This design comes from an exercise in tuning for small area on the open sky130 flow, not from production work.
The RTL was checked by simulation tests, not by an equivalence proof against the original design.
Power figures rest on the tool's default switching activity, not on a simulated workload.

===== design/flow/run.sh =====
#!/bin/bash
# synth_recipe.tcl (not shown) runs the flow's synth.tcl, then flattens the netlist and writes it again
# the make line also repeats each setting of config.mk as NAME=value (left out here)
make -C /OpenROAD-flow-scripts/flow DESIGN_CONFIG=/design/flow/config.mk WORK_HOME=/design/flow/orfs CLKGATE_MAP_FILE= SYNTH_SCRIPT=/design/flow/synth_recipe.tcl finish

===== design/flow/config.mk =====
export PLATFORM = sky130hd
export DESIGN_NAME = breakout_top
export DESIGN_NICKNAME = breakout_top
export VERILOG_FILES = /design/flow/design.v
export SDC_FILE = /design/flow/constraint.sdc
export NUM_CORES = 4
export LEC_CHECK = 0
export CAP_MARGIN = 20
export CORE_MARGIN = 2
export CORE_UTILIZATION = 40
export SLEW_MARGIN = 20

===== design/flow/constraint.sdc =====
create_clock -name core_clock -period 40.0 [get_ports {VGA_clk}]
set_input_delay 8.0000 -clock core_clock [delete_from_list [all_inputs] [get_ports {VGA_clk}]]
set_output_delay 8.0000 -clock core_clock [all_outputs]
set_load 0.01 [all_outputs]

===== design/flow/design.v =====
package breakout_pkg;
	typedef enum logic [2:0] {
		CMD_NONE,
		CMD_START,
		CMD_RESTART,
		CMD_LEFT,
		CMD_RIGHT
	} key_cmd_t;
	typedef enum logic [1:0] {
		ST_IDLE,
		ST_PLAY,
		ST_OVER
	} game_state_t;
endpackage
`timescale 1ns/1ps
module vga_timing (
	input logic VGA_clk,
	input logic reset,
	output logic [9:0] px,
	output logic [9:0] py,
	output logic [2:0] pm5,
	output logic x_wrap
);
	localparam int H_TOTAL = 640 + 16 + 96 + 48;  
	localparam int V_TOTAL = 480 + 10 + 2 + 33;  
	logic [9:0] px_inc;
	logic [9:0] py_inc;
	logic cx;
	logic cy;
	always_comb
	begin
		x_wrap = (px == 10'(H_TOTAL - 1));
		cx = 1'b1;
		cy = x_wrap;
		for (int i = 0; i < 10; i++)
		begin
			px_inc[i] = px[i] ^ cx;
			cx = cx & px[i];
			py_inc[i] = py[i] ^ cy;
			cy = cy & py[i];
		end
	end
	always_ff @(posedge VGA_clk)
	begin
		px <= reset ? 10'(H_TOTAL - 1) : x_wrap ? 10'd0 : px_inc;
		py <= reset ? 10'(V_TOTAL - 1) : (x_wrap && py == 10'(V_TOTAL - 1)) ? 10'd0 : py_inc;
		if (reset)
			pm5 <= 3'((V_TOTAL - 1) % 5);
		else if (x_wrap)
			pm5 <= (pm5 == 3'd4) ? 3'd0 : pm5 + 3'd1;
	end
endmodule
`timescale 1ns/1ps
module key_decoder (
	input logic VGA_clk,
	input logic reset,
	input logic [7:0] scan_code,
	input logic key_strobe,
	input logic serve,
	output breakout_pkg::key_cmd_t cmd
);
	always_ff @(posedge VGA_clk)
	begin
		if (reset || serve)
			cmd <= breakout_pkg::CMD_NONE;
		else if (key_strobe)
		begin
			case (scan_code)
				8'h5A: cmd <= breakout_pkg::CMD_START;
				8'h66: cmd <= breakout_pkg::CMD_RESTART;
				8'h1C: cmd <= breakout_pkg::CMD_LEFT;
				8'h23: cmd <= breakout_pkg::CMD_RIGHT;
				default: cmd <= cmd;
			endcase
		end
	end
endmodule
`timescale 1ns/1ps
module game_control #(
	parameter int step_period = 2000
) (
	input logic VGA_clk,
	input logic reset,
	input logic [9:0] px,
	input logic [2:0] pm5,
	input breakout_pkg::key_cmd_t cmd,
	input logic miss,
	output logic [1:0] mv,
	output logic rsd,
	output logic serve,
	output breakout_pkg::game_state_t state,
	output logic [1:0] lives
);
	logic step_wrap;
	generate
		if (step_period == 2000)
		begin : g_raster
			assign step_wrap = (pm5 == 3'd2 && px == 10'd399) || (pm5 == 3'd4 && px == 10'd799);
		end
		else
		begin : g_count
			localparam int CNT_W = $clog2(step_period + 1);
			logic [CNT_W-1:0] step_cnt;
			assign step_wrap = (step_cnt == step_period - 1);
			always_ff @(posedge VGA_clk)
			begin
				if (reset)
					step_cnt <= '0;
				else
					step_cnt <= step_wrap ? '0 : step_cnt + 1'b1;
			end
		end
	endgenerate
	logic play;
	logic step;
	assign step = step_wrap && play;
	always_ff @(posedge VGA_clk)
	begin
		play <= !reset && (state == breakout_pkg::ST_PLAY);
		rsd <= reset || serve;
		if (!step)
			mv <= 2'd0;
		else if (cmd == breakout_pkg::CMD_LEFT)
			mv <= 2'd2;
		else if (cmd == breakout_pkg::CMD_RIGHT)
			mv <= 2'd3;
		else
			mv <= 2'd1;
	end
	always_ff @(posedge VGA_clk)
	begin
		if (reset)
		begin
			state <= breakout_pkg::ST_IDLE;
			lives <= 2'(3);
			serve <= 1'b0;
		end
		else
		begin
			serve <= 1'b0;
			if (cmd == breakout_pkg::CMD_RESTART && !serve)
			begin
				state <= breakout_pkg::ST_IDLE;
				lives <= 2'(3);
				serve <= 1'b1;
			end
			else
			begin
				case (state)
					breakout_pkg::ST_IDLE:
						if (cmd == breakout_pkg::CMD_START)
							state <= breakout_pkg::ST_PLAY;
					breakout_pkg::ST_PLAY:
						if (miss)
						begin
							if (lives != 2'd0)
							begin
								lives <= lives - 2'd1;
								serve <= 1'b1;
							end
							else
								state <= breakout_pkg::ST_OVER;
						end
					breakout_pkg::ST_OVER: state <= breakout_pkg::ST_OVER;
					default: state <= breakout_pkg::ST_IDLE;
				endcase
			end
		end
	end
endmodule
`timescale 1ns/1ps
module paddle_control (
	input logic VGA_clk,
	input logic [1:0] mv,
	input logic rsd,
	output logic [9:0] q
);
	localparam int X_MIN = 10 + 1;  
	localparam int X_MAX = 640 - 10 - 1 - 80;  
	localparam int X_HOME = (640 / 2) - (80 / 2);  
	logic left;
	logic right;
	logic [8:0] q_step;
	logic c;
	always_comb
	begin
		left = (mv == 2'd2);
		right = (mv == 2'd3);
		c = left || right;
		for (int i = 0; i < 9; i++)
		begin
			q_step[i] = q[i + 1] ^ c;
			c = c & (q[i + 1] ^ right);
		end
	end
	always_ff @(posedge VGA_clk)
	begin
		if (rsd)
			q <= 10'(1023 - X_HOME);
		else if (left && q > 10'(1023 - X_MIN - 2))
			q <= 10'(1023 - X_MIN);
		else if (right && q < 10'(1023 - X_MAX + 2))
			q <= 10'(1023 - X_MAX);
		else
			q <= {q_step, q[0]};
	end
endmodule
`timescale 1ns/1ps
module ball_physics (
	input logic VGA_clk,
	input logic [1:0] mv,
	input logic rsd,
	input logic cap_en,
	input logic [2:0] cls_now,
	output logic [9:0] bq,
	output logic [9:0] yq,
	output logic miss
);
	localparam int X_LO = 10 + 7;  
	localparam int X_HI = 640 - 10 - 7;  
	localparam int YH_BOTTOM = (480 - 7) / 2;  
	localparam int YH_TOP = (10 + 7) / 2;  
	localparam int YH_PAD = (450 - 7) / 2;  
	localparam int YH_SIDE_LO = 450 / 2;  
	localparam int YH_SIDE_HI = (450 + 10 - 1) / 2;  
	logic dxp;  
	logic dxm;  
	logic dyd;  
	logic [2:0] cls;  
	logic hit_side_wall;
	logic hit_bottom;
	logic hit_top;
	logic hit_pad_top;
	logic hit_pad_side;
	logic take_miss;
	logic step;
	logic move;
	logic ndxp;
	logic ndxm;
	logic ndyd;
	logic [9:0] bq_n;
	logic [9:0] yq_n;
	logic cb;
	logic cy;
	always_comb
	begin
		hit_side_wall = (bq == 10'(6 - X_HI)) || (bq == 10'(6 - X_LO));
		hit_bottom = (yq == 10'(3 - YH_BOTTOM));
		hit_top = (yq == 10'(3 - YH_TOP));
		hit_pad_top = (yq == 10'(3 - YH_PAD)) && cls[2];
		hit_pad_side = (yq >= 10'(3 - YH_SIDE_HI)) && (yq <= 10'(3 - YH_SIDE_LO))
			&& !cls[2] && cls[0];
		take_miss = hit_bottom && !hit_side_wall;
		step = (mv != 2'd0) && !rsd;
		move = step && !take_miss;
		miss = step && take_miss;
		ndxp = dxp;
		ndxm = dxm;
		ndyd = dyd;
		if (hit_side_wall || (!hit_top && !hit_pad_top && hit_pad_side))
		begin
			ndxp = dxm;
			ndxm = dxp;
		end
		else if (hit_top)
			ndyd = !dyd;
		else if (hit_pad_top)
		begin
			ndyd = !dyd;
			case (cls[1:0])
				2'd0: if (!dxp) ndxm = 1'b1;  
				2'd1: begin ndxp = 1'b0; ndxm = 1'b0; end  
				2'd2: if (!dxm) ndxp = 1'b1;  
				default: ;
			endcase
		end
		cb = move && (ndxp || ndxm);
		cy = move;
		for (int i = 0; i < 10; i++)
		begin
			bq_n[i] = bq[i] ^ cb;
			cb = cb & (bq[i] ^ ndxp);
			yq_n[i] = yq[i] ^ cy;
			cy = cy & (yq[i] ^ ndyd);
		end
	end
	always_ff @(posedge VGA_clk)
	begin
		if (rsd)
		begin
			bq <= 10'(6 - 640 / 2);
			yq <= 10'(3 - YH_PAD);
			dxp <= 1'b0;
			dxm <= 1'b0;
			dyd <= 1'b1;
			cls <= 3'b101;  
		end
		else
		begin
			bq <= bq_n;
			yq <= yq_n;
			if (move)
			begin
				dxp <= ndxp;
				dxm <= ndxm;
				dyd <= ndyd;
			end
			if (cap_en)
				cls <= cls_now;
		end
	end
endmodule
`timescale 1ns/1ps
module pixel_renderer (
	input logic [9:0] px,
	input logic [9:0] py,
	input logic [9:0] q,
	input logic [9:0] bq,
	input logic [9:0] yq,
	output logic r,
	output logic g,
	output logic b,
	output logic hsync,
	output logic vsync,
	output logic blank_n,
	output logic cap_en,
	output logic [2:0] cls_now
);
	localparam int H_SYNC_START = 640 + 16;
	localparam int V_SYNC_START = 480 + 10;
	logic [10:0] tx;  
	logic [10:0] ty;  
	logic [10:0] tp;  
	logic vis;
	logic is_border;
	logic is_ball;
	logic is_paddle;
	logic on_top;
	function automatic logic [10:0] add11(input logic [10:0] a, input logic [10:0] b);
		logic c;
		logic [10:0] s;
		c = 1'b0;
		for (int i = 0; i < 11; i++)
		begin
			s[i] = a[i] ^ b[i] ^ c;
			c = (a[i] & b[i]) | (c & (a[i] ^ b[i]));
		end
		add11 = s;
	endfunction
	localparam logic [255:0] DISC = 256'h0000000003f807fc0ffe1fff1fff1fff1fff1fff1fff1fff0ffe07fc03f80000;
	always_comb
	begin
		vis = (px < 640) && (py < 480);
		is_border = (px <= 10) || (px >= 640 - 10) || (py <= 10);
		tx = add11({1'b0, px}, {1'b1, bq});
		ty = add11({1'b0, py}, {yq, 1'b0});
		is_ball = (tx[10:4] == 7'd0) && (ty[10:4] == 7'd0) && DISC[{ty[3:0], tx[3:0]}];
		tp = add11({1'b0, px}, {1'b1, q});
		is_paddle = (tp <= 11'(80 - 2))
			&& (py >= 450) && (py <= 450 + 10);
		cap_en = (tx == 11'd6);
		on_top = (tp == 11'h7ff) || (tp <= 11'(80 - 1));
		cls_now[2] = on_top;
		if (on_top)
		begin
			if (tp < 11'((3 * 80) / 8 - 1) || tp == 11'h7ff)
				cls_now[1:0] = 2'd0;
			else if (tp < 11'((5 * 80) / 8 - 1))
				cls_now[1:0] = 2'd1;
			else if (tp < 11'(80 - 1))
				cls_now[1:0] = 2'd2;
			else
				cls_now[1:0] = 2'd3;
		end
		else
			cls_now[1:0] = {1'b0, (tp == 11'(-7 - 1)) || (tp == 11'(80 + 7 - 1))};
	end
	always_comb
	begin
		r = is_border && vis;
		g = is_ball && vis;
		b = is_paddle && vis;
		hsync = !((px >= H_SYNC_START) && (px < H_SYNC_START + 96));
		vsync = !((py >= V_SYNC_START) && (py < V_SYNC_START + 2));
		blank_n = vis;
	end
endmodule
`timescale 1ns/1ps
module breakout_top #(
	parameter int step_period = 2000
) (
	input logic VGA_clk,
	input logic reset,
	input logic [7:0] scan_code,
	input logic key_strobe,
	output logic [10-1:0] VGA_R,
	output logic [10-1:0] VGA_G,
	output logic [10-1:0] VGA_B,
	output logic VGA_hSync,
	output logic VGA_vSync,
	output logic blank_n,
	output logic [1:0] lives,
	output breakout_pkg::game_state_t game_state
);
	logic [9:0] px;
	logic [9:0] py;
	logic [2:0] pm5;
	logic x_wrap;
	breakout_pkg::key_cmd_t cmd;
	logic [9:0] bq;
	logic [9:0] yq;
	logic [9:0] q;
	logic [1:0] mv;
	logic rsd;
	logic serve;
	logic miss;
	logic cap_en;
	logic [2:0] cls_now;
	logic r;
	logic g;
	logic b;
	vga_timing u_vga_timing (.VGA_clk, .reset, .px, .py, .pm5, .x_wrap);
	key_decoder u_key_decoder (.VGA_clk, .reset, .scan_code, .key_strobe, .serve, .cmd);
	game_control #(
		.step_period(step_period)
	) u_game_control (
		.VGA_clk, .reset, .px, .pm5, .cmd, .miss, .mv, .rsd, .serve, .state(game_state), .lives
	);
	paddle_control u_paddle_control (.VGA_clk, .mv, .rsd, .q);
	ball_physics u_ball_physics (
		.VGA_clk, .mv, .rsd, .cap_en, .cls_now, .bq, .yq, .miss
	);
	pixel_renderer u_pixel_renderer (
		.px, .py, .q, .bq, .yq, .r, .g, .b,
		.hsync(VGA_hSync), .vsync(VGA_vSync), .blank_n, .cap_en, .cls_now
	);
	assign VGA_R = {10{r}};
	assign VGA_G = {10{g}};
	assign VGA_B = {10{b}};
endmodule

==> summary.txt <==
STA
  • Share of the cycle needed by the critical path after routing: 0.358
  • Setup repair after global routing missed its margin: no
  • Hold violation total from the final report: 0
  • Headroom to the max-slew limit: 0.314
  • Transition time at the pin with the least slew margin: 1.03 ns
  • Final Setup Violations: 0
  • Number of max-slew violations in the final report: 0
  • Maximum clock skew at final layout: about 0.0054 ns
  • Highest Clock Rate: roughly 0.070 GHz
  • Post-layout min period: ~14 ns
  • Post-Route Setup TNS: 0 ns

Setup path
  • Startpoint Class: register
  • WP data required: ~32 ns
  • Cell-by-cell listing of the critical path: ha_1, inv_1, fa_1, fa_1, fa_1, fa_1, fa_1, fa_1, fa_1, inv_1, fa_1, inv_1, fa_1, nand4bb_1, nor4_1, nand3_1, o211ai_1, nor3_1, clkdlybuf4s50_1
  • R2r setup slk: about 34 ns
  • Crit. Startpoint: u_vga_timing.px[0]
  • Sort of element at the end of the critical path: primary output
  • Worst endpoint data arrival time: between 6 and 7 ns
  • R2R depth: 19
  • Crit path top cell by count: sky130_fd_sc_hd__fa_1
  • Critical register-to-register path startpoint: u_vga_timing.px[0]
  • Category of the critical setup timing path: register to primary output
  • Worst-path cell with the longest stage delay: sky130_fd_sc_hd__nor3_1
  • Largest stage delay, worst path: approximately 0.70 ns
  • Worst-path maximum fanout: 10
  • End of the critical path: VGA_B[7]
  • R2r endpoint: u_ball_physics.cls[0]

Clock network
  • Clk Latency, worst-skew pair: 0.35 ns
  • Clock buffers created by TritonCTS: 9
  • Worst-case clock buffer depth: 2
  • CTS HTree Levels: 3
  • Setup fix buffers added after clock tree synthesis: 0
  • Clk Tree Root Cell: sky130_fd_sc_hd__clkbuf_16
  • Clock slew seen by the registers of the worst setup and hold paths: roughly 0.06 ns
  • # hold bufs at CTS: 0
  • CTS tree: done
  • Post-cts repair resize count: 0
  • CTS sink cnt: between 70 and 80

Power and ir drop
  • Combinational share of power: 0.340
  • Switch share: 0.356
  • Leak pwr: 2.46 nW
  • Net switching power: between 90 and 100 uW
  • Power Dens Cells: ~45 mW/mm^2
  • Clock Power Share: 0.330
  • Largest voltage drop on the vdd net: between 0.00004 and 0.00005 V
  • Internal power: 175 uW
  • Register share of total power: 0.330

Drt
  • DR iter-0 viols: about 270
  • Iteration count of the initial detailed-routing pass: 4
  • Avg Vias per Cell: 5.28
  • Post-detailed-route count of antenna-violating nets: 0
  • Routed Wire Length: between 10000 and 15000 um
  • Routed length per placed instance: 14.7 um
  • DRC violations left: 0
  • Detailed-route via count: 4278

Placed design
  • Number of buffers added on ports: 47
  • Post-DP HPWL: 9120 um
  • DP Area: 0.00569 mm^2
  • Placer congestion estimate: around 0.86

Yosys
  • Main flop type after synthesis: sky130_fd_sc_hd__dfxtp_1
  • Synth warnings: 6
  • Count of flip-flops with a built-in enable after synthesis: 0
  • Number of distinct standard cells referenced by the synthesized netlist: 66
  • Sequential share of the synthesized area: 0.268
  • Post-synthesis instance total: just over 600
  • FFs w/ async S/R, synth: 0
  • Syn Std Cell Area: ~0.0053 mm^2
  • Flops & latches, synth: 71
  • Post-Syn Nets: 684
  • Synthesized area per cell: 8.58 um^2

Global route
  • Global-route wire length before repair: 20100 um
  • Largest net degree at the start of global routing: 24
  • Global route total overflow: 0
  • All-Layer GR Usage: 0.177
  • Number of global-route vias before repair: 4118
  • Number of antenna violations at the first check in global routing: 0

Floorplanning
  • Effective utilization at floorplan: 0.405
  • Y dimension of the die: 119 um
  • Full die area: around 0.014 mm^2
  • Die extent in x: about 120 um
  • Count of standard-cell rows: 42
  • Placeable Area: around 0.013 mm^2
  • IO Pins: 48

Layout
  • Most common library cell in the layout ignoring fill and taps: sky130_fd_sc_hd__dfxtp_1
  • # diodes: 0
  • Final design instance area without fill: between 0.006 and 0.007 mm^2
  • NumNets Final: 695
  • Area Growth Syn to Fin: 13.4%
  • Most frequent cells in the layout: sky130_fd_sc_hd__dfxtp_1, sky130_fd_sc_hd__inv_1, sky130_fd_sc_hd__clkdlybuf4s50_1
  • Proportion of layout cells with a drive suffix above 1: 0.0599

Min path
  • Min-delay worst type: register to register

Status
  • Status: no timing/DRC/antenna violations

Job
  • Max-cap violations: 0
-- worst min-delay path by stage --
stage	start	cells after the start	end
global route	u_paddle_control.q[0]	2	u_paddle_control.q[0]
finish	u_paddle_control.q[0]	2	u_paddle_control.q[0]
floorplan	u_paddle_control.q[0]	2	u_paddle_control.q[0]
global placement	u_ball_physics.dyd	1	u_ball_physics.dyd
CTS	u_paddle_control.q[0]	2	u_paddle_control.q[0]
detailed placement	u_paddle_control.q[0]	2	u_paddle_control.q[0]
-- flip-flops by register name (all words and copies together) (netlist names) --
register / flops
u_ball_physics.bq: 10
u_ball_physics.cls: 3
u_ball_physics.dxm: 1
u_ball_physics.dxp: 1
u_ball_physics.dyd: 1
u_ball_physics.yq: 10
u_game_control.lives: 2
u_game_control.mv: 2
u_game_control.play: 1
u_game_control.rsd: 1
u_game_control.serve: 1
u_game_control.state: 2
u_key_decoder.cmd: 3
u_paddle_control.q: 10
u_vga_timing.pm5: 3
u_vga_timing.px: 10
u_vga_timing.py: 10
-- cell type report --
cell class                      instances  area, um^2
Fill cell                            1259        7070
Multi-Input combinational cell        444        3350
Sequential cell                        71        1420
Timing Repair Buffer                   50         493
Clock buffer                           10         239
Tap cell                              176         220
Inverter                               53         199
Clock inverter                          6        91.3
-- power by group through the flow --
stage | sequential (mW) | combinational [mW] | clock (mW)
after floorplan | 0.0867 | 0.0706 | 0
after global placement | 0.0909 | 0.0888 | 0
after detailed placement | 0.0912 | 0.0924 | 0
after CTS | 0.0897 | 0.0926 | 0.0916
after global routing | 0.0910 | 0.106 | 0.0943
final | 0.0896 | 0.0923 | 0.0896
-- cell usage after synthesis, types with 3 or more instances --
library cell	count	share of area
sky130_fd_sc_hd__or2_2	6	0.0071
sky130_fd_sc_hd__fa_1	26	0.098
sky130_fd_sc_hd__clkbuf_1	10	0.0071
sky130_fd_sc_hd__and4_1	3	0.0050
sky130_fd_sc_hd__buf_4	32	0.045
sky130_fd_sc_hd__nand3_1	27	0.025
sky130_fd_sc_hd__or3_1	13	0.015
sky130_fd_sc_hd__buf_2	6	0.0057
sky130_fd_sc_hd__a22oi_1	5	0.0071
sky130_fd_sc_hd__nand2_1	39	0.028
sky130_fd_sc_hd__nand3b_1	3	0.0042
sky130_fd_sc_hd__xor2_1	8	0.013
sky130_fd_sc_hd__ha_1	29	0.068
sky130_fd_sc_hd__a211oi_1	3	0.0042
sky130_fd_sc_hd__nor4b_1	5	0.0083
sky130_fd_sc_hd__nor3_1	22	0.021
sky130_fd_sc_hd__nor2b_1	14	0.017
sky130_fd_sc_hd__nor4bb_1	4	0.0075
sky130_fd_sc_hd__mux2i_1	19	0.036
sky130_fd_sc_hd__and4b_1	3	0.0057
sky130_fd_sc_hd__o211ai_1	3	0.0042
sky130_fd_sc_hd__nor2_1	45	0.032
sky130_fd_sc_hd__o21ai_0	27	0.025
sky130_fd_sc_hd__nand4_1	10	0.012
sky130_fd_sc_hd__a21oi_1	28	0.026
sky130_fd_sc_hd__nor3b_1	6	0.0085
sky130_fd_sc_hd__or4_1	7	0.0099
sky130_fd_sc_hd__and2_1	9	0.011
sky130_fd_sc_hd__and3_1	6	0.0071
sky130_fd_sc_hd__dfxtp_1	71	0.27
sky130_fd_sc_hd__nand2b_1	8	0.0094
sky130_fd_sc_hd__nor4_1	7	0.0083
sky130_fd_sc_hd__inv_1	52	0.037
sky130_fd_sc_hd__xnor2_1	16	0.026
sky130_fd_sc_hd__a21o_1	9	0.013
-- per-layer routing --
layer	up-vias	wire length [um]	global-route usage
met3	9	498	0.0484
met5	-	0	0
met4	0	142	0.0409
met1	2042	5490	0.229
met2	65	5810	0.294
li1	2162	-	-
-- critical path, delay by kind of cell, from the launching register on --
kind                       cells  cell delay (ns)
adders and majority gates     10             3.46
and+or+nand+nor                4             1.12
buffers and inverters          4             0.86
AOI/OAI and AO/OA              1             0.10
DFF                            1             0.41
-- logic make-up after synthesis --
family	count (synthesis)	share of synthesized area
AO/OA/AOI/OAI	99	0.126
flip-flops	71	0.268
multiplexers	20	0.0380
AND/OR/NAND/NOR	246	0.262
XOR/XNOR	24	0.0396
buffers and inverters	103	0.0998
adder cells (fa/ha/maj)	55	0.167
-- metrics by stage --
stage           util  instances  power, mW  worst slack, ns  hold WS (ns)
2_1_floorplan      -        618      0.157            26.87         0.440
3_3_place_gp   0.435        794      0.180            26.22         0.459
3_5_place_dp   0.435        794      0.184            26.01         0.464
4_1_cts        0.460        810      0.274            25.65         0.474
5_1_grt        0.460        810      0.291            25.32         0.490
6_report       0.460        810      0.272            25.67         0.471

## separate check: timing with driven ports
Ports are ideal in the flow. The routed layout listed here was re-timed in OpenROAD. Step 1: set_driving_cell puts a clkbuf_16 on VGA_clk and a buf_2 on each other input, an assumption about the parent block. Step 2 moves the port delays by t, midway between the first and last clock arrival at a register: inputs arrive t later, outputs are due t later. That takes back most of the time a late clock gives input paths. Slacks: ideal ports / drivers / drivers and shift; pairs: ideal ports / drivers.
shift t [ns]: 0.386
slack for setup (ns): 25.673 / 25.634 / 26.020
worst hold slack (ns): 0.471 / 0.471 / 0.471
After both steps this run still meets setup and hold. For this run, drivers alone change the setup slack by -0.039 ns; drivers and shift together by +0.347 ns.
